This design comes from an exercise in tuning for small area, a short achievable clock period and few clock cycles on the open sky130 flow, not from production work. The RTL was checked by simulation tests, not by an equivalence proof against the original design. No activity file was given, so power comes from the tool's default toggle rates.

==> flow/design.v <==
package flexka_pkg;
  typedef logic [16-1:0] word_t;
  typedef logic [$clog2(8):0] in_addr_t;
  typedef logic [$clog2(16)-1:0] out_addr_t;
  typedef logic [31:0] cycle_t;
  typedef enum logic [2:0] {
    NONE    = 3'd0,
    SIZE_A  = 3'd1,
    SIZE_B  = 3'd2,
    DATA_A  = 3'd3,
    DATA_B  = 3'd4,
    OUTADDR = 3'd5,
    START   = 3'd6
  } command_e;
  typedef enum logic [1:0] {
    IDLE, CLEAR, MULTIPLY, FLUSH
  } state_e;
endpackage
`timescale 1ns/100ps
module flexka_control (
  input  logic                 clk,
  input  logic                 rstn,
  input  logic                 cmd_valid,
  input  flexka_pkg::command_e cmd,
  input  flexka_pkg::word_t    cmd_data,
  output flexka_pkg::state_e   state,
  output flexka_pkg::word_t    cmd_word,
  output logic                 load_a,
  output logic                 load_b,
  output logic                 size_a_set,
  output logic                 size_b_set,
  output logic                 out_addr_set,
  output logic                 mac_clear_en,
  output logic                 mac_mac_en,
  output logic                 mac_flush_en,
  input  logic                 mac_row_done,
  input  logic                 mac_last_row,
  input  flexka_pkg::out_addr_t mac_clear_addr
);
  flexka_pkg::command_e cmd_q;
  flexka_pkg::state_e   state_next;
  logic     busy;
  always_ff @(posedge clk) begin
    if (!rstn) begin
      cmd_q <= flexka_pkg::NONE;
      state <= flexka_pkg::IDLE;
    end else begin
      cmd_q <= cmd_valid ? cmd : flexka_pkg::NONE;
      state <= state_next;
    end
  end
  always_ff @(posedge clk) begin
    if (cmd_valid) begin
      cmd_word <= cmd_data;
    end
  end
  assign busy = (state != flexka_pkg::IDLE);
  assign size_a_set   = (cmd_q == flexka_pkg::SIZE_A) && !busy;
  assign size_b_set   = (cmd_q == flexka_pkg::SIZE_B) && !busy;
  assign load_a       = (cmd_q == flexka_pkg::DATA_A) && !busy;
  assign load_b       = (cmd_q == flexka_pkg::DATA_B) && !busy;
  assign out_addr_set = (cmd_q == flexka_pkg::OUTADDR);  
  assign mac_clear_en = (state == flexka_pkg::CLEAR);
  assign mac_mac_en   = (state == flexka_pkg::MULTIPLY);
  assign mac_flush_en = (state == flexka_pkg::FLUSH);
  always_comb begin
    state_next = state;
    case (state)
      flexka_pkg::IDLE: begin
        if (cmd_q == flexka_pkg::START) begin
          state_next = flexka_pkg::CLEAR;
        end
      end
      flexka_pkg::CLEAR: begin
        if (mac_clear_addr == flexka_pkg::out_addr_t'(16 - 1)) begin
          state_next = flexka_pkg::MULTIPLY;
        end
      end
      flexka_pkg::MULTIPLY: begin
        if (mac_row_done) begin
          state_next = flexka_pkg::FLUSH;
        end
      end
      flexka_pkg::FLUSH: state_next = mac_last_row ? flexka_pkg::IDLE : flexka_pkg::MULTIPLY;  
      default: state_next = flexka_pkg::IDLE;
    endcase
  end
endmodule
`timescale 1ns/100ps
module flexka_loop_counter (
  input  logic                clk,
  input  logic                rstn,
  input  flexka_pkg::state_e  state,
  input  flexka_pkg::in_addr_t size_a,
  input  flexka_pkg::in_addr_t size_b,
  output flexka_pkg::cycle_t  elapsed_cycles,
  output flexka_pkg::in_addr_t  mac_i,
  output flexka_pkg::in_addr_t  mac_j,
  output flexka_pkg::out_addr_t mac_clear_addr,
  output logic                 mac_wr_phase,
  output logic                 mac_row_done,
  output logic                 mac_last_row
);
  assign mac_row_done = (state == flexka_pkg::MULTIPLY) && mac_wr_phase &&
                        (flexka_pkg::in_addr_t'(mac_j + 1'b1) == size_b);
  assign mac_last_row = (flexka_pkg::in_addr_t'(mac_i + 1'b1) == size_a);
  always_ff @(posedge clk) begin
    if (!rstn) begin
      mac_i          <= '0;
      mac_j          <= '0;
      mac_wr_phase   <= 1'b0;
      mac_clear_addr <= '0;
    end else begin
      mac_clear_addr <= (state == flexka_pkg::CLEAR) ? mac_clear_addr + 1'b1 : '0;
      case (state)
        flexka_pkg::MULTIPLY: begin
          mac_wr_phase <= ~mac_wr_phase;
          if (mac_wr_phase) begin
            mac_j <= mac_row_done ? '0 : mac_j + 1'b1;
          end
        end
        flexka_pkg::FLUSH: begin
          mac_i        <= mac_i + 1'b1;
          mac_wr_phase <= 1'b0;
        end
        default: begin
          mac_i        <= '0;
          mac_j        <= '0;
          mac_wr_phase <= 1'b0;
        end
      endcase
    end
  end
  always_ff @(posedge clk) begin
    if (!rstn) begin
      elapsed_cycles <= '0;
    end else if (state == flexka_pkg::CLEAR && mac_clear_addr == '0) begin
      elapsed_cycles <= 32'd1;
    end else if (state != flexka_pkg::IDLE) begin
      elapsed_cycles <= elapsed_cycles + 1'b1;
    end
  end
endmodule
`timescale 1ns/100ps
module flexka_operand_buffers (
  input  logic                 clk,
  input  logic                 rstn,
  input  logic                 load_a,
  input  logic                 load_b,
  input  logic                 size_a_set,
  input  logic                 size_b_set,
  input  flexka_pkg::word_t    cmd_data,
  output flexka_pkg::in_addr_t size_a,
  output flexka_pkg::in_addr_t size_b,
  output flexka_pkg::word_t    a_word,
  output flexka_pkg::word_t    b_word,
  input  flexka_pkg::in_addr_t  mac_i,
  input  flexka_pkg::in_addr_t  mac_j,
  input  flexka_pkg::out_addr_t mac_clear_addr,
  input  logic                 mac_wr_phase,
  input  logic                 mac_clear_en,
  input  logic                 mac_mac_en,
  input  logic                 mac_flush_en
);
  localparam int IN_AW = $clog2(8);
  flexka_pkg::word_t            mem [2][8];
  logic [IN_AW-1:0] load_addr [2];
  flexka_pkg::in_addr_t         size [2];
  logic [1:0]       load;
  logic [1:0]       set;
  assign load   = {load_b, load_a};
  assign set    = {size_b_set, size_a_set};
  assign size_a = size[0];
  assign size_b = size[1];
  always_ff @(posedge clk) begin
    for (int k = 0; k < 2; k++) begin
      if (!rstn) begin
        size[k]      <= '0;
        load_addr[k] <= '0;
      end else if (set[k]) begin
        size[k]      <= flexka_pkg::in_addr_t'(cmd_data);
        load_addr[k] <= '0;  
      end else if (load[k]) begin
        load_addr[k] <= load_addr[k] + 1'b1;
      end
    end
  end
  always_ff @(posedge clk) begin
    for (int k = 0; k < 2; k++) begin
      if (load[k]) begin
        mem[k][load_addr[k]] <= cmd_data;
      end
    end
    a_word <= mem[0][mac_i[IN_AW-1:0]];
    b_word <= mem[1][mac_j[IN_AW-1:0]];
  end
endmodule
`timescale 1ns/100ps
module flexka_product_accumulator (
  input  logic                 clk,
  input  logic                 rstn,
  input  logic                 out_addr_set,
  input  flexka_pkg::word_t    cmd_data,
  input  flexka_pkg::word_t    a_word,
  input  flexka_pkg::word_t    b_word,
  input  flexka_pkg::in_addr_t size_b,
  output flexka_pkg::word_t    out_data,
  input  flexka_pkg::in_addr_t  mac_i,
  input  flexka_pkg::in_addr_t  mac_j,
  input  flexka_pkg::out_addr_t mac_clear_addr,
  input  logic                 mac_wr_phase,
  input  logic                 mac_clear_en,
  input  logic                 mac_mac_en,
  input  logic                 mac_flush_en
);
  localparam int W = 16;
  flexka_pkg::word_t            mem_c [16];
  flexka_pkg::out_addr_t        out_addr;    
  flexka_pkg::out_addr_t        mac_addr;
  flexka_pkg::out_addr_t        flush_addr;
  flexka_pkg::out_addr_t        rd_addr;
  flexka_pkg::word_t            c_rd;
  flexka_pkg::word_t            carry;
  logic [2*W-1:0]   sum;
  logic             mac_wr;
  assign mac_addr   = flexka_pkg::out_addr_t'(mac_i + mac_j);
  assign flush_addr = flexka_pkg::out_addr_t'(mac_i + size_b);
  assign mac_wr     = mac_mac_en && mac_wr_phase;
  assign rd_addr = mac_mac_en ? mac_addr : out_addr;
  assign sum = a_word * b_word + c_rd + carry;
  assign out_data = c_rd;
  always_ff @(posedge clk) begin
    if (!rstn) begin
      out_addr <= '0;
    end else if (out_addr_set) begin
      out_addr <= flexka_pkg::out_addr_t'(cmd_data);
    end
  end
  always_ff @(posedge clk) begin
    if (mac_clear_en) begin
      mem_c[mac_clear_addr] <= '0;
    end else if (mac_wr) begin
      mem_c[mac_addr] <= sum[W-1:0];
    end else if (mac_flush_en) begin
      mem_c[flush_addr] <= carry;  
    end
    c_rd <= mem_c[rd_addr];
  end
  always_ff @(posedge clk) begin
    if (mac_clear_en || mac_flush_en) begin
      carry <= '0;
    end else if (mac_wr) begin
      carry <= sum[2*W-1:W];
    end
  end
endmodule
`timescale 1ns/100ps
module flexka (
  input  logic                 clk,
  input  logic                 rstn,
  input  logic                 cmd_valid,
  input  flexka_pkg::command_e cmd,
  input  flexka_pkg::word_t    cmd_data,
  output flexka_pkg::state_e   flexka_state,
  output flexka_pkg::word_t    out_data,
  output flexka_pkg::cycle_t   elapsed_cycles
);
  flexka_pkg::word_t    cmd_word;
  logic     load_a;
  logic     load_b;
  logic     size_a_set;
  logic     size_b_set;
  logic     out_addr_set;
  flexka_pkg::in_addr_t size_a;
  flexka_pkg::in_addr_t size_b;
  flexka_pkg::word_t    a_word;
  flexka_pkg::word_t    b_word;
  flexka_pkg::in_addr_t  mac_i;
  flexka_pkg::in_addr_t  mac_j;
  flexka_pkg::out_addr_t mac_clear_addr;
  logic      mac_wr_phase;
  logic      mac_clear_en;
  logic      mac_mac_en;
  logic      mac_flush_en;
  logic      mac_row_done;
  logic      mac_last_row;
  flexka_control u_control (
    .clk          (clk),
    .rstn         (rstn),
    .cmd_valid    (cmd_valid),
    .cmd          (cmd),
    .cmd_data     (cmd_data),
    .state        (flexka_state),
    .cmd_word     (cmd_word),
    .load_a       (load_a),
    .load_b       (load_b),
    .size_a_set   (size_a_set),
    .size_b_set   (size_b_set),
    .out_addr_set (out_addr_set),
    .mac_clear_en   (mac_clear_en),
    .mac_mac_en     (mac_mac_en),
    .mac_flush_en   (mac_flush_en),
    .mac_row_done   (mac_row_done),
    .mac_last_row   (mac_last_row),
    .mac_clear_addr (mac_clear_addr)
  );
  flexka_loop_counter u_counter (
    .clk            (clk),
    .rstn           (rstn),
    .state          (flexka_state),
    .size_a         (size_a),
    .size_b         (size_b),
    .elapsed_cycles (elapsed_cycles),
    .mac_i          (mac_i),
    .mac_j          (mac_j),
    .mac_clear_addr (mac_clear_addr),
    .mac_wr_phase   (mac_wr_phase),
    .mac_row_done   (mac_row_done),
    .mac_last_row   (mac_last_row)
  );
  flexka_operand_buffers u_operands (
    .clk        (clk),
    .rstn       (rstn),
    .load_a     (load_a),
    .load_b     (load_b),
    .size_a_set (size_a_set),
    .size_b_set (size_b_set),
    .cmd_data   (cmd_word),
    .size_a     (size_a),
    .size_b     (size_b),
    .a_word     (a_word),
    .b_word     (b_word),
    .mac_i          (mac_i),
    .mac_j          (mac_j),
    .mac_clear_addr (mac_clear_addr),
    .mac_wr_phase   (mac_wr_phase),
    .mac_clear_en   (mac_clear_en),
    .mac_mac_en     (mac_mac_en),
    .mac_flush_en   (mac_flush_en)
  );
  flexka_product_accumulator u_product (
    .clk          (clk),
    .rstn         (rstn),
    .out_addr_set (out_addr_set),
    .cmd_data     (cmd_word),
    .a_word       (a_word),
    .b_word       (b_word),
    .size_b       (size_b),
    .out_data     (out_data),
    .mac_i          (mac_i),
    .mac_j          (mac_j),
    .mac_clear_addr (mac_clear_addr),
    .mac_wr_phase   (mac_wr_phase),
    .mac_clear_en   (mac_clear_en),
    .mac_mac_en     (mac_mac_en),
    .mac_flush_en   (mac_flush_en)
  );
endmodule
==> flow/run.sh <==
#!/bin/bash
# synth_recipe.tcl (not shown) runs the flow's synth.tcl, then flattens the netlist and writes it again
# the make line also repeats each setting of config.mk as NAME=value (left out here)
make -C /OpenROAD-flow-scripts/flow DESIGN_CONFIG=/design/flow/config.mk WORK_HOME=/design/flow/orfs CLKGATE_MAP_FILE= SYNTH_SCRIPT=/design/flow/synth_recipe.tcl finish
==> flow/config.mk <==
export PLATFORM = sky130hd
export DESIGN_NAME = flexka
export DESIGN_NICKNAME = flexka
export VERILOG_FILES = /design/flow/design.v
export SDC_FILE = /design/flow/constraint.sdc
export NUM_CORES = 4
export LEC_CHECK = 0
export CAP_MARGIN = 20
export CORE_MARGIN = 2
export CORE_UTILIZATION = 40
export SLEW_MARGIN = 20
==> flow/constraint.sdc <==
create_clock -name core_clock -period 8.0 [get_ports {clk}]
set_input_delay 1.6000 -clock core_clock [delete_from_list [all_inputs] [get_ports {clk}]]
set_output_delay 1.6000 -clock core_clock [all_outputs]
set_load 0.01 [all_outputs]
==> summary.md <==
| Metric | Value |
|---|---|
| Status | finished clean |
| I/O Buffers | 71 |
| Clk network pwr share | 37.6% |
| Lkg Pwr | 14.22 nW |
| Max-cap violations | 0 |
| Inserted Clock Buffers | 73 |
| CTS tree | yes |
| Final TNS setup | 0 ns |
| Post-synth EDFFs | 528 |
| Total grt overflow | 0 |
| Setup CP Type | reg -> reg |
| Hold Startpoint | u_counter.mac_clear_addr[0] |
| Layout cells sized above 1 | 10.54% |
| Max Root-Sink Buffers | 3 |
| Layout Utilization | 45.59% |
| Count leader, synth | edfxtp_1 |
| Clock transition at the registers of the reported paths | 0.06 ns |
| First-pass DRT Iterations | 5 |
| CP max FO | 16 |
| H-tree levels | 3 |
| Post-synth top area cell | edfxtp_1 |
| Pins Over Slew Limit | 0 |
| Final setup vio count | 0 |
| Synth top area share | 45.16% |
| Residual DRC | 0 |
| Global-route wire length before repair | 128800 um |
| Post-route antenna net violation count | 0 |
| Number of DRC markers in iteration 0 | 1396 |
| Ys flop type | edfxtp_1 |
| Seq pwr share | 42.5% |
| Fmax | 156.0 MHz |
| Top Ports | 72 |
| Die ar. | 90150 um2 |
| Post-layout minimum cycle time | 6.412 ns |
| Count of cells resized by post-cts repair | 0 |
| Peak supply drop | 0.1494 mV |
| Vias in the first global route | 22070 |
| Syn Area/Cell | 12.64 um2 |
| RSZ-0062 raised after global routing | no |
| Top cells by instance count after synthesis | edfxtp_1 (528), inv_1 (335), nand2_1 (312) |
| Distinct cell type count of the synthesized netlist | 65 |
| Clock root buffer | clkbuf_16 |
| Max transition margin | 30.44% |
| Sequential area share after synthesis | 52.69% |
| Internal power | 6.325 mW |
| DR vias | 21300 |
| Setup bufs post-CTS | 0 |
| GRT Resource Usage Total | 18.64% |
| Arr. time, crit path | 6.70 ns |
| Largest cells by area after synthesis | edfxtp_1 (45%), fa_1 (13%), dfxtp_1 (7.5%) |
| Psw | 2.548 mW |
| Syn nets | 3145 |
| Cts hold-fix bufs | 0 |
| Via-to-Cell Ratio | 5.258 |
| Die height | 300.3 um |
| Final Wtd Congestion | 0.9028 |
| Largest net degree at the start of global routing | 89 |
| Worst hold slack | 0.4811 ns |
| Worst setup EP type | flop |
| Power per Cell Area | 224.0 nW/um2 |
| Rows | 108 |
| Core box area | 86890 um2 |
| Design Power | 8.873 mW |
| Later-pin clock latency in the skew report | 0.63 ns |
| Worst Skew | 0.03647 ns |
| Initial antenna violation count | 4 |
| RR Startpoint | u_operands.a_word[5] |
| Layout area overhead | 12.83% |
| Cell Area, Synth | 35110 um2 |
| Async SR Flop Fraction | 0% |
| Worst Tran Pin Value | 1.042 ns |
| Final Hold Fails | 0 |
| Final wirelength | 82990 um |
| Synth Instances | 2777 |
| Placed cell areas | 37180 um2 |
| Initial Utilization | 40.41% |
| Die W | 300.3 um |
| #FFs+latches synth | 660 |
| Post-DP HPWL | 56020 um |
| Final worst-path cycle share | 80.15% |
| Crit start category | flop |
| Logic pwr share | 20.0% |
| Required time worst endpoint | 8.28 ns |
| Switch share | 28.71% |
| Final Net Count | 3204 |
| Hold Path Class | reg -> reg |
| Synth warnings | 6 |
| Routed len/inst | 20.49 um |
| TritonCTS Sinks | 660 |
| Final Cell Area | 39610 um2 |
| Worst setup startpoint | u_operands.a_word[5] |
[cell families (layout without fill, tap and decap cells)]
logic type / count (synthesis) / in the layout / share of synthesized area (%)
multiplexers: 110 / 110 / 5.535
other: 0 / 1 / 0
adder cells (fa/ha/maj): 346 / 346 / 17.21
AND/OR/NAND/NOR: 770 / 770 / 10.67
AO/OA/AOI/OAI: 338 / 338 / 6.526
flip-flops: 660 / 660 / 52.69
XOR/XNOR: 77 / 77 / 1.921
buffers and inverters: 476 / 594 / 5.449
[final timing paths]
kind                            depth (start not counted)  slack, ns                     endpoint
worst min register to register                          1       0.48  u_counter.mac_clear_addr[0]
worst max register to register                         17       1.59       u_product.mem_c[3][12]
worst min-delay path                                    1       0.48  u_counter.mac_clear_addr[0]
worst max-delay path                                   17       1.59       u_product.mem_c[3][12]
[placed cells by master, fill, tap and decap left out, types with 53 or more instances in the layout]
cell type and n:
buf_4 53, ha_1 118, nand2_1 312, a21oi_1 68
clkbuf_16 74, mux4_2 64, and2_1 208, inv_1 335
nor2_1 87, fa_1 228, clkdlybuf4s50_1 71, edfxtp_1 528
dfxtp_1 130, a211oi_1 83
[flip-flops by register name, indices dropped and copies added, names as in the netlist]
| register | count |
|---|---|
| u_control.cmd_word | 16 |
| u_operands.mem | 256 |
| u_counter.mac_clear_addr | 4 |
| u_counter.mac_i | 4 |
| u_operands.a_word | 16 |
| u_operands.load_addr | 6 |
| u_counter.mac_j | 4 |
| u_operands.size | 8 |
| u_counter.elapsed_cycles | 32 |
| u_product.out_addr | 4 |
| u_control.state | 2 |
| u_control.cmd_q | 3 |
| u_operands.b_word | 16 |
| u_product.c_rd | 16 |
| u_product.mem_c | 256 |
| u_counter.mac_wr_phase | 1 |
| u_product.carry | 16 |
[through the flow]
step / setup WS, ns / instances
after floorplan: 2.067 / 2777
after global placement: 1.465 / 3916
final: 1.588 / 4051
after global routing: 1.187 / 4050
after CTS: 1.261 / 4050
after detailed placement: 1.340 / 3916
[power groups by stage]
stage / Sequential, mW / Clock (mW) / Combinational, mW
floorplan: 3.81 / 0 / 1.27
global route: 3.77 / 3.54 / 1.99
CTS: 3.77 / 3.40 / 1.77
finish: 3.77 / 3.33 / 1.77
global placement: 3.83 / 0 / 1.75
detailed placement: 3.84 / 0 / 1.76
[cell type report]
cell class | count | area, um2
Inverter | 336 | 1261
Clock inverter | 48 | 494.2
Fill cell | 7729 | 47280
Sequential cell | 660 | 18500
Multi-Input combinational cell | 1641 | 14890
Tap cell | 1155 | 1445
Clock buffer | 86 | 1907
Antenna cell | 1 | 2.502
Timing Repair Buffer | 124 | 1109
[metal layers]
| metal | track usage (%) | up-vias | wire length (um) |
|---|---|---|---|
| met5 | 0 | - | 0 |
| met4 | 5.155 | 0 | 1868 |
| met3 | 2.753 | 104 | 4131 |
| met2 | 30.51 | 524 | 39870 |
| met1 | 25.97 | 10960 | 37130 |
| li1 | - | 9716 | - |
[critical path: stages (launching register included)]
cell and delay, ns:
dfxtp_1 0.78, and2_1 0.23, fa_1 0.41, inv_1 0.08
fa_1 0.45, fa_1 0.51, fa_1 0.55, inv_1 0.05
fa_1 0.48, inv_1 0.05, fa_1 0.47, inv_1 0.04
ha_1 0.34, nand4_1 0.13, a31oi_1 0.45, nor2_1 0.13
xor2_1 0.17, o22ai_1 0.74
Testbench counts, summed over its fixed seeds: cycles 26,740.

## separate check: timing with driven ports
Ports are ideal in the flow. The routed layout listed here was re-timed in OpenROAD.
Step 1, drivers: a clkbuf_16 drives clk and a buf_2 each remaining input, both assumed.
Step 2 times the ports against the registers' clock, not the clock port: input delays grow and output delays shrink by t, the midpoint of the rising clock arrivals with the driver on.
Slacks: no drivers / after step 1 / after step 2; pairs: no drivers / after step 1.
shift t [ns]: 0.669
setup WS [ns]: 1.588 / 1.588 / 1.588
cell pins on the clock port's net: 1
After both steps setup and hold are still met in this run. For this run, drivers alone change the setup slack by 0.000 ns; drivers and shift together by 0.000 ns.
